What follows belongs to an exercise in optimizing a design on an open flow for small area, a short achievable clock period and few clock cycles per item; a production flow would make more cautious choices. At most, simulation tests tie the RTL to the original design; equivalence was not proved. Power and IR drop assume default switching activity.

Setup of delta:
==> flow/design.v <==
package hps_pkg;
  localparam int unsigned MAX_DISTANCE = 2560;
  localparam logic [7:0] PULSE_LEVEL = 8'd210;
  localparam logic [8:0] T_ON1_END   = 9'd45;
  localparam logic [8:0] T_OFF1_END  = 9'd165;
  localparam logic [8:0] T_ON2_END   = 9'd210;
  localparam logic [8:0] T_OFF2_END  = 9'd470;
  localparam logic [14:0] RESET_THRESHOLD = 15'd13;
  localparam logic [15:0] RESET_COOLDOWN  = 16'd500;
  localparam logic FUNC_TICK   = 1'b0;
  localparam logic FUNC_PACKET = 1'b1;
endpackage
module hps_cfg_regs (
  input  logic        clk_i,
  input  logic        rst_ni,
  input  logic        cfg_valid_i,
  output logic        cfg_ready_o,
  input  logic        cfg_index_i,
  input  logic [15:0] cfg_data_i,
  output logic [14:0] thr_o,
  output logic [15:0] cool_o
);
  assign cfg_ready_o = 1'b1;
  always_ff @(posedge clk_i or negedge rst_ni) begin
    if (!rst_ni) begin
      thr_o  <= hps_pkg::RESET_THRESHOLD;
      cool_o <= hps_pkg::RESET_COOLDOWN;
    end else if (cfg_valid_i) begin
      if (cfg_index_i) cool_o <= cfg_data_i;
      else             thr_o  <= cfg_data_i[14:0];
    end
  end
endmodule
module hps_step (
  input  logic [14:0] thr_i,
  input  logic [15:0] distance_i,
  output logic        near_o,     
  output logic [7:0]  guide_o     
);
  logic [14:0] mag;
  logic        far;
  logic [17:0] z;
  assign mag    = distance_i[14:0];
  assign near_o = !distance_i[15] && (mag <= thr_i);
  assign far     = distance_i[15] || (mag[14:12] != 3'd0) || (mag[11] && (mag[10] || mag[9]));
  assign z       = {6'd0, mag[11:0]} * 18'd51 + 18'd511;
  assign guide_o = far ? 8'd0 : ~z[16:9];
endmodule
module haptic_pattern_sequencer (
  input  logic               clk_i,
  input  logic               rst_ni,
  input  logic               cfg_valid_i,
  output logic               cfg_ready_o,
  input  logic [0:0]         cfg_index_i,
  input  logic [15:0]        cfg_data_i,
  input  logic               in_valid_i,
  output logic               in_stall_o,
  input  logic               func_i,
  input  logic signed [15:0] distance_i,
  output logic               out_valid_o,
  input  logic               out_stall_i,
  output logic [7:0]         motor_level_o,
  output logic               level_written_o,
  output logic               pattern_active_o,
  output logic               pattern_started_o
);
  logic [14:0] thr;
  logic [15:0] cool;
  hps_cfg_regs u_cfg (
    .clk_i       (clk_i),
    .rst_ni      (rst_ni),
    .cfg_valid_i (cfg_valid_i),
    .cfg_ready_o (cfg_ready_o),
    .cfg_index_i (cfg_index_i[0]),
    .cfg_data_i  (cfg_data_i),
    .thr_o       (thr),
    .cool_o      (cool)
  );
  logic ir_v, p_v, k_v, out_v;
  logic mv, bv, adv, fire, accept;
  assign mv         = !k_v;                      
  assign bv         = k_v || p_v;                
  assign adv        = !out_v || !out_stall_i;    
  assign fire       = adv && bv;
  assign in_stall_o = k_v;
  assign accept     = in_valid_i && !k_v;
  always_ff @(posedge clk_i or negedge rst_ni) begin
    if (!rst_ni) begin
      ir_v  <= 1'b0;
      p_v   <= 1'b0;
      k_v   <= 1'b0;
      out_v <= 1'b0;
    end else begin
      if (mv) begin
        ir_v <= accept;
        p_v  <= ir_v;
      end
      k_v <= bv && !adv;
      if (adv) out_v <= bv;
    end
  end
  logic        ir_func;
  logic [15:0] ir_dist;
  logic        d_near;
  logic [7:0]  d_guide;
  logic        p_func, p_near, k_func, k_near;
  logic [7:0]  p_guide, k_guide;
  hps_step u_step (
    .thr_i      (thr),
    .distance_i (ir_dist),
    .near_o     (d_near),
    .guide_o    (d_guide)
  );
  always_ff @(posedge clk_i) begin
    if (mv) begin
      ir_func <= func_i;
      ir_dist <= distance_i;
      p_func  <= ir_func;
      p_near  <= d_near;
      p_guide <= d_guide;
      k_func  <= p_func;
      k_near  <= p_near;
      k_guide <= p_guide;
    end
  end
  logic        b_func, b_near;
  logic [7:0]  b_guide;
  logic [16:0] since_q, since_inc, cand;
  logic        gt_q, cand_gt;
  logic        active_q;
  logic [7:0]  level_q;
  logic        written_q, started_q;
  logic        tick, trans, start;
  logic [8:0]  t;
  assign b_func  = k_v ? k_func  : p_func;
  assign b_near  = k_v ? k_near  : p_near;
  assign b_guide = k_v ? k_guide : p_guide;
  assign tick      = (b_func == hps_pkg::FUNC_TICK);
  assign t         = since_q[8:0];
  assign since_inc = since_q[16] ? since_q : since_q + 17'd1;
  assign cand      = (bv && tick) ? since_inc : since_q;
  always_comb begin
    logic c;
    c = 1'b0;
    for (int i = 0; i < 16; i++) c = (cand[i] & ~cool[i]) | ((cand[i] | ~cool[i]) & c);
    cand_gt = cand[16] | c;
  end
  assign trans = tick && active_q &&
                 (t == hps_pkg::T_ON1_END - 9'd1 || t == hps_pkg::T_OFF1_END - 9'd1 ||
                  t == hps_pkg::T_ON2_END - 9'd1 || t == hps_pkg::T_OFF2_END - 9'd1);
  assign start = bv && !tick && b_near && !active_q && gt_q;
  always_ff @(posedge clk_i or negedge rst_ni) begin
    if (!rst_ni) begin
      since_q  <= '0;
      gt_q     <= 1'b0;
      active_q <= 1'b0;
      level_q  <= '0;
    end else begin
      if (adv) gt_q <= !start && cand_gt;
      if (fire) begin
        since_q <= start ? 17'd0 : cand;
        if (tick) begin
          if (trans) begin
            level_q  <= (t == hps_pkg::T_OFF1_END - 9'd1) ? hps_pkg::PULSE_LEVEL : 8'd0;
            active_q <= (t != hps_pkg::T_OFF2_END - 9'd1);
          end
        end else if (!active_q) begin
          level_q  <= start ? hps_pkg::PULSE_LEVEL : b_guide;
          active_q <= start;
        end
      end
    end
  end
  always_ff @(posedge clk_i) begin
    if (fire) begin
      written_q <= tick ? trans : !active_q;
      started_q <= start;
    end
  end
  assign out_valid_o       = out_v;
  assign motor_level_o     = level_q;
  assign level_written_o   = written_q;
  assign pattern_active_o  = active_q;
  assign pattern_started_o = started_q;
endmodule
clock: 9.5 ns
lec_check: 0
cap_margin: 20
core_margin: 2
core_utilization: 40
slew_margin: 20
run.sh (not shown) runs the stock make flow with config.mk's settings and CLKGATE_MAP_FILE= SYNTH_SCRIPT=/design/flow/synth_recipe.tcl, a recipe that flattens the netlist after the stock synthesis.
Edits applied to the flow inputs when going from delta to nickel:
-- flow/config.mk --
<<< delta, line 10
export CORE_UTILIZATION = 40
>>> nickel, line 10
export CORE_UTILIZATION = 70
export CTS_BUF_LIST = sky130_fd_sc_hd__clkbuf_4 sky130_fd_sc_hd__clkbuf_8
### Flow results
- Compared to delta, nickel shows a narrower setup margin.
- Via count grows slightly when moving from delta to nickel.
- delta → nickel: compound-gate portion of the synthesized area roughly the same; number of remaining DRC errors roughly the same; multi-input logic portion of the cell area higher.
- Diff delta -> nickel: met3 demand-to-capacity share in global routing about even, register-to-register setup slack now sits lower.
Modified inputs, garnet compared to nickel
-- flow/config.mk --
<<< nickel, line 8
>>> garnet, line 8
export ABC_CLOCK_PERIOD_IN_PS = 3000
<<< nickel, line 12
>>> garnet, line 13
export SETUP_SLACK_MARGIN = 5
Notes after the runs:
For nickel, the source of the critical timing path was ir_dist[1], unlike garnet, where it was ir_dist[2]. From nickel to garnet, area of the mapped netlist did not move at all. Comparing garnet and nickel, the lower number of cells upsized or downsized after cts is on nickel. Multi-input combinational cell area up 0.92% in garnet wrt nickel. Maximum fanout encountered on the critical timing path in garnet vs nickel: down 4. On top achievable clock speed, nickel loses to garnet. Status: worst path required time parity (garnet, nickel). Looking at worst setup slack across both flows, garnet is the stronger of the two, with nickel trailing. garnet vs nickel: non-clock buffer total of the final layout up by a little under 10%. Total length of routed wires (higher): garnet. Post-route minimum period improves in garnet relative to nickel.
Function was not checked in any run of this note: the RTL went through the layout flow alone.

========
Setup of run A:
haptic_pattern_sequencer, a different RTL version from the one above (not shown whole).
For scale: roughly 670 cells after synthesis, ~100 flip-flops, ~53 I/O pins, about 0.0057 mm² of cells after synthesis.
==> flow/config.mk <==
export PLATFORM = sky130hd
export DESIGN_NAME = haptic_pattern_sequencer
export DESIGN_NICKNAME = haptic_pattern_sequencer
export VERILOG_FILES = /design/flow/design.v
export SDC_FILE = /design/flow/constraint.sdc
export NUM_CORES = 4
export LEC_CHECK = 0
export ABC_AREA = 1
export CAP_MARGIN = 20
export CORE_MARGIN = 2
export CORE_UTILIZATION = 70
export SETUP_SLACK_MARGIN = 5
export SLEW_MARGIN = 20
==> flow/constraint.sdc <==
create_clock -name core_clock -period 9.5 [get_ports {clk_i}]
set_input_delay 1.9000 -clock core_clock [delete_from_list [all_inputs] [get_ports {clk_i}]]
set_output_delay 1.9000 -clock core_clock [all_outputs]
set_load 0.01 [all_outputs]
standard.sh (not shown) runs the stock make flow with config.mk's settings and CLKGATE_MAP_FILE= SYNTH_SCRIPT=/design/flow/synth_recipe.tcl, a recipe that flattens the netlist after the stock synthesis.
==> flow/flow/run.sh <==
#!/bin/bash
# Standard layout, with the smallest buffer on each port, and a clock tree of larger sink
# clusters without dummy loads.
set -euo pipefail
bash standard.sh \
  "BUFFER_PORTS_ARGS=-buffer_cell sky130_fd_sc_hd__buf_1" \
  "CTS_ARGS=-sink_clustering_enable -repair_clock_nets -dont_use_dummy_load -buf_list {sky130_fd_sc_hd__clkbuf_4 sky130_fd_sc_hd__clkbuf_8} -sink_clustering_size 40 -sink_clustering_max_diameter 60" \
  "SETUP_SLACK_MARGIN=6.4" \
  finish > standard_flow.log 2>&1
Testbench counts of run A, summed over its fixed seeds: cycles 32,024, beats 32,000.
#### Input delta (run B over run A)
# run A
export LEC_CHECK = 0
export ABC_AREA = 1
export CAP_MARGIN = 20
export CORE_MARGIN = 2
export CORE_UTILIZATION = 70
export SETUP_SLACK_MARGIN = 5
export SLEW_MARGIN = 20
create_clock -name core_clock -period 9.5 [get_ports {clk_i}]
# run B
export LEC_CHECK = 0
export ABC_AREA = 1
export CAP_MARGIN = 20
export CORE_MARGIN = 2
export CORE_UTILIZATION = 70
export GPL_TIMING_DRIVEN = 1
export SETUP_SLACK_MARGIN = 5
export SLEW_MARGIN = 20
create_clock -name core_clock -period 9.5 [get_ports {clk_i}]
--- a/flow/flow/run.sh
+++ b/flow/flow/run.sh
@@ -6,4 +6,4 @@
   "BUFFER_PORTS_ARGS=-buffer_cell sky130_fd_sc_hd__buf_1" \
   "CTS_ARGS=-sink_clustering_enable -repair_clock_nets -dont_use_dummy_load -buf_list {sky130_fd_sc_hd__clkbuf_4 sky130_fd_sc_hd__clkbuf_8} -sink_clustering_size 40 -sink_clustering_max_diameter 60" \
-  "SETUP_SLACK_MARGIN=6.4" \
+  "SETUP_SLACK_MARGIN=6.05" \
   finish > standard_flow.log 2>&1
Results
Run B vs run A: sum of net half-perimeters after detailed placement down in run B
Compared with run A, run B shows a fraction of layout cells with a size suffix above 1 that is 3.9 points lower.
Run B — global-route wire length before repair 560 µm lower, run A as reference
Run A → run B: total power after layout moved down, number of buffers created by CTS shows no meaningful change, setup fix buffers added after clock tree synthesis saw a decrease.
Run B: utilization of the core after routing 2.4 points below run A
Run B against run A: power attributed to sequential cells shows no meaningful change; maximum frequency shows a reduction of 0.78%.
The inputs of run C differ from those of run B as listed below.
# run B
export LEC_CHECK = 0
export ABC_AREA = 1
export CAP_MARGIN = 20
export CORE_MARGIN = 2
export CORE_UTILIZATION = 70
export GPL_TIMING_DRIVEN = 1
export SETUP_SLACK_MARGIN = 5
export SLEW_MARGIN = 20
create_clock -name core_clock -period 9.5 [get_ports {clk_i}]
# run C
export LEC_CHECK = 0
export CAP_MARGIN = 20
export CORE_MARGIN = 2
export CORE_UTILIZATION = 70
export CTS_BUF_LIST = sky130_fd_sc_hd__clkbuf_4 sky130_fd_sc_hd__clkbuf_8
export SETUP_SLACK_MARGIN = 5
export SLEW_MARGIN = 20
create_clock -name core_clock -period 9.5 [get_ports {clk_i}]
==> flow/flow/run.sh <==
#!/bin/bash
# Standard layout, with the smallest buffer on each port, and a clock tree of larger sink
# clusters without dummy loads.
set -euo pipefail
bash standard.sh \
  "BUFFER_PORTS_ARGS=-buffer_cell sky130_fd_sc_hd__buf_1" \
  "CTS_ARGS=-sink_clustering_enable -repair_clock_nets -dont_use_dummy_load -buf_list {sky130_fd_sc_hd__clkbuf_4 sky130_fd_sc_hd__clkbuf_8} -sink_clustering_size 100 -sink_clustering_max_diameter 200" \
  finish > standard_flow.log 2>&1
Notes after the runs:
Diff run B -> run C: final area went down 1.5%, global-route usage -1.3 points, global routing met2 resource utilization lost 3.9 points, achievable frequency fell 14%. Looking at leading cell type in the layout, fill and taps excluded, the nand2_1 result is from run B; the dfrtp_1 one comes from run C. Run B ended up with flip-flops and latches as its leading cell category by total area; run C ended up with multi-input combinational cells.
Inputs modified between run C and run D:
# run C
export LEC_CHECK = 0
export CAP_MARGIN = 20
export CORE_MARGIN = 2
export CORE_UTILIZATION = 70
export CTS_BUF_LIST = sky130_fd_sc_hd__clkbuf_4 sky130_fd_sc_hd__clkbuf_8
export SETUP_SLACK_MARGIN = 5
export SLEW_MARGIN = 20
create_clock -name core_clock -period 9.5 [get_ports {clk_i}]
# run D
export LEC_CHECK = 0
export ABC_AREA = 1
export CAP_MARGIN = 20
export CORE_MARGIN = 2
export CORE_UTILIZATION = 60
export SETUP_SLACK_MARGIN = 5
export SLEW_MARGIN = 20
create_clock -name core_clock -period 9.5 [get_ports {clk_i}]
==> flow/flow/run.sh <==
#!/bin/bash
# Standard layout, with the smallest buffer on each port, and a clock tree of larger sink
# clusters without dummy loads.
set -euo pipefail
bash standard.sh \
  "BUFFER_PORTS_ARGS=-buffer_cell sky130_fd_sc_hd__buf_1" \
  "CTS_ARGS=-sink_clustering_enable -repair_clock_nets -dont_use_dummy_load -buf_list {sky130_fd_sc_hd__clkbuf_4 sky130_fd_sc_hd__clkbuf_8} -sink_clustering_size 40 -sink_clustering_max_diameter 60" \
  "SETUP_SLACK_MARGIN=6.05" \
  finish > standard_flow.log 2>&1
Results
Looking at register-to-register slack across both flows, run D is the stronger of the two, with run C trailing.
In the tables for run C and run D, post-synthesis instance area reads higher with run D.
Looking at total design power, run D sits below run C.
Side by side, fraction of synthesized area in multiplexers turned out lower in run D than in run C.
For run E, these inputs were changed with respect to run D:
# run D
export LEC_CHECK = 0
export ABC_AREA = 1
export CAP_MARGIN = 20
export CORE_MARGIN = 2
export CORE_UTILIZATION = 60
export SETUP_SLACK_MARGIN = 5
export SLEW_MARGIN = 20
create_clock -name core_clock -period 9.5 [get_ports {clk_i}]
# run E
export LEC_CHECK = 0
export CAP_MARGIN = 20
export CORE_MARGIN = 2
export CORE_UTILIZATION = 70
export CTS_BUF_LIST = sky130_fd_sc_hd__clkbuf_4 sky130_fd_sc_hd__clkbuf_8
export SETUP_SLACK_MARGIN = 5
export SLEW_MARGIN = 20
create_clock -name core_clock -period 9.5 [get_ports {clk_i}]
--- a/flow/flow/run.sh
+++ b/flow/flow/run.sh
@@ -6,4 +6,3 @@
   "BUFFER_PORTS_ARGS=-buffer_cell sky130_fd_sc_hd__buf_1" \
   "CTS_ARGS=-sink_clustering_enable -repair_clock_nets -dont_use_dummy_load -buf_list {sky130_fd_sc_hd__clkbuf_4 sky130_fd_sc_hd__clkbuf_8} -sink_clustering_size 40 -sink_clustering_max_diameter 60" \
-  "SETUP_SLACK_MARGIN=6.05" \
   finish > standard_flow.log 2>&1
==> results.txt <==
In summary, run E completed successfully, with a layout that passed the timing, design-rule and antenna checks. Comparing number of standard cells in the layout, taps in and fillers out for run E and run D, the smaller number came from run E. Synthesized-area fraction occupied by xor and xnor cells for run E is higher than for run D. Compared to run D, run E has number of standard-cell rows in the floorplan 3 lower. Looking at synthesized cell count across run E and run D, the one that comes out higher is run D. Count of buffering cells on the critical path with inverters included came out lower on run E than on run D.
### run E -> run F
# run E
export LEC_CHECK = 0
export CAP_MARGIN = 20
export CORE_MARGIN = 2
export CORE_UTILIZATION = 70
export CTS_BUF_LIST = sky130_fd_sc_hd__clkbuf_4 sky130_fd_sc_hd__clkbuf_8
export SETUP_SLACK_MARGIN = 5
export SLEW_MARGIN = 20
create_clock -name core_clock -period 9.5 [get_ports {clk_i}]
# run F
export LEC_CHECK = 0
export ABC_AREA = 1
export CAP_MARGIN = 20
export CORE_MARGIN = 2
export CORE_UTILIZATION = 70
export SETUP_SLACK_MARGIN = 5
export SLEW_MARGIN = 20
create_clock -name core_clock -period 9.5 [get_ports {clk_i}]
--- a/flow/flow/run.sh
+++ b/flow/flow/run.sh
@@ -6,3 +6,4 @@
   "BUFFER_PORTS_ARGS=-buffer_cell sky130_fd_sc_hd__buf_1" \
   "CTS_ARGS=-sink_clustering_enable -repair_clock_nets -dont_use_dummy_load -buf_list {sky130_fd_sc_hd__clkbuf_4 sky130_fd_sc_hd__clkbuf_8} -sink_clustering_size 40 -sink_clustering_max_diameter 60" \
+  "SETUP_SLACK_MARGIN=6.05" \
   finish > standard_flow.log 2>&1
Notes after the runs:
Looking at the reports, run F completed the entire flow and the layout it produced met the timing, design-rule and antenna checks.
Compared with run E, run F shows a adder-cell share of the synthesized area that is 2.3 points lower.
The critical path depth reported for run F is greater than that of run E by 4.
Cmp run E and run F / number of cells after detailed placement / lower: run E
Going from run E to run F, design area +93 µm², post-layout minimum cycle time -550 ps, post-layout total power -about 2.6%.

## what the ideal ports hide
No port has a modelled driver above. Below, the same layouts with a new extraction and two added sets of constraints. Step 1: set_driving_cell puts a clkbuf_16 on clk_i and a buf_2 on each other input, an assumption about the parent block. Step 2 times the ports against the registers' clock, not the clock port: input delays grow and output delays shrink by t, the midpoint of the rising clock arrivals with the driver on. Three values: ideal, step 1, step 2; two values: the first two.
| run | t, ns | setup WS [ns] | hold WS [ns] | latest minus earliest clock arrival (ns) | cell pins on the clock port's net |
|---|---|---|---|---|---|
| delta | 0.394 | 4.650 / 4.650 / 4.650 | 0.430 / 0.430 / 0.430 | 0.012 / 0.012 | 1 |
| nickel | 0.383 | 4.571 / 4.571 / 4.571 | 0.458 / 0.458 / 0.458 | 0.019 / 0.019 | 1 |
| garnet | 0.384 | 5.176 / 5.176 / 5.176 | 0.460 / 0.460 / 0.460 | 0.016 / 0.016 | 1 |
| run A | 0.380 | 6.241 / 6.241 / 6.189 | 0.432 / 0.432 / 0.432 | 0.029 / 0.028 | 1 |
| run B | 0.378 | 6.215 / 6.215 / 5.869 | 0.456 / 0.456 / 0.456 | 0.029 / 0.029 | 1 |
| run C | 0.374 | 5.668 / 5.668 / 5.668 | 0.479 / 0.479 / 0.479 | 0.035 / 0.035 | 1 |
| run D | 0.389 | 6.257 / 6.268 / 5.879 | 0.444 / 0.444 / 0.444 | 0.030 / 0.029 | 1 |
| run E | 0.374 | 5.668 / 5.668 / 5.668 | 0.479 / 0.479 / 0.479 | 0.035 / 0.035 | 1 |
| run F | 0.378 | 6.215 / 6.215 / 5.869 | 0.456 / 0.456 / 0.456 | 0.029 / 0.029 | 1 |
After both steps every run listed still meets setup and hold. For run D, which loses most, drivers alone change the setup slack by +0.011 ns; drivers and shift together by -0.378 ns.
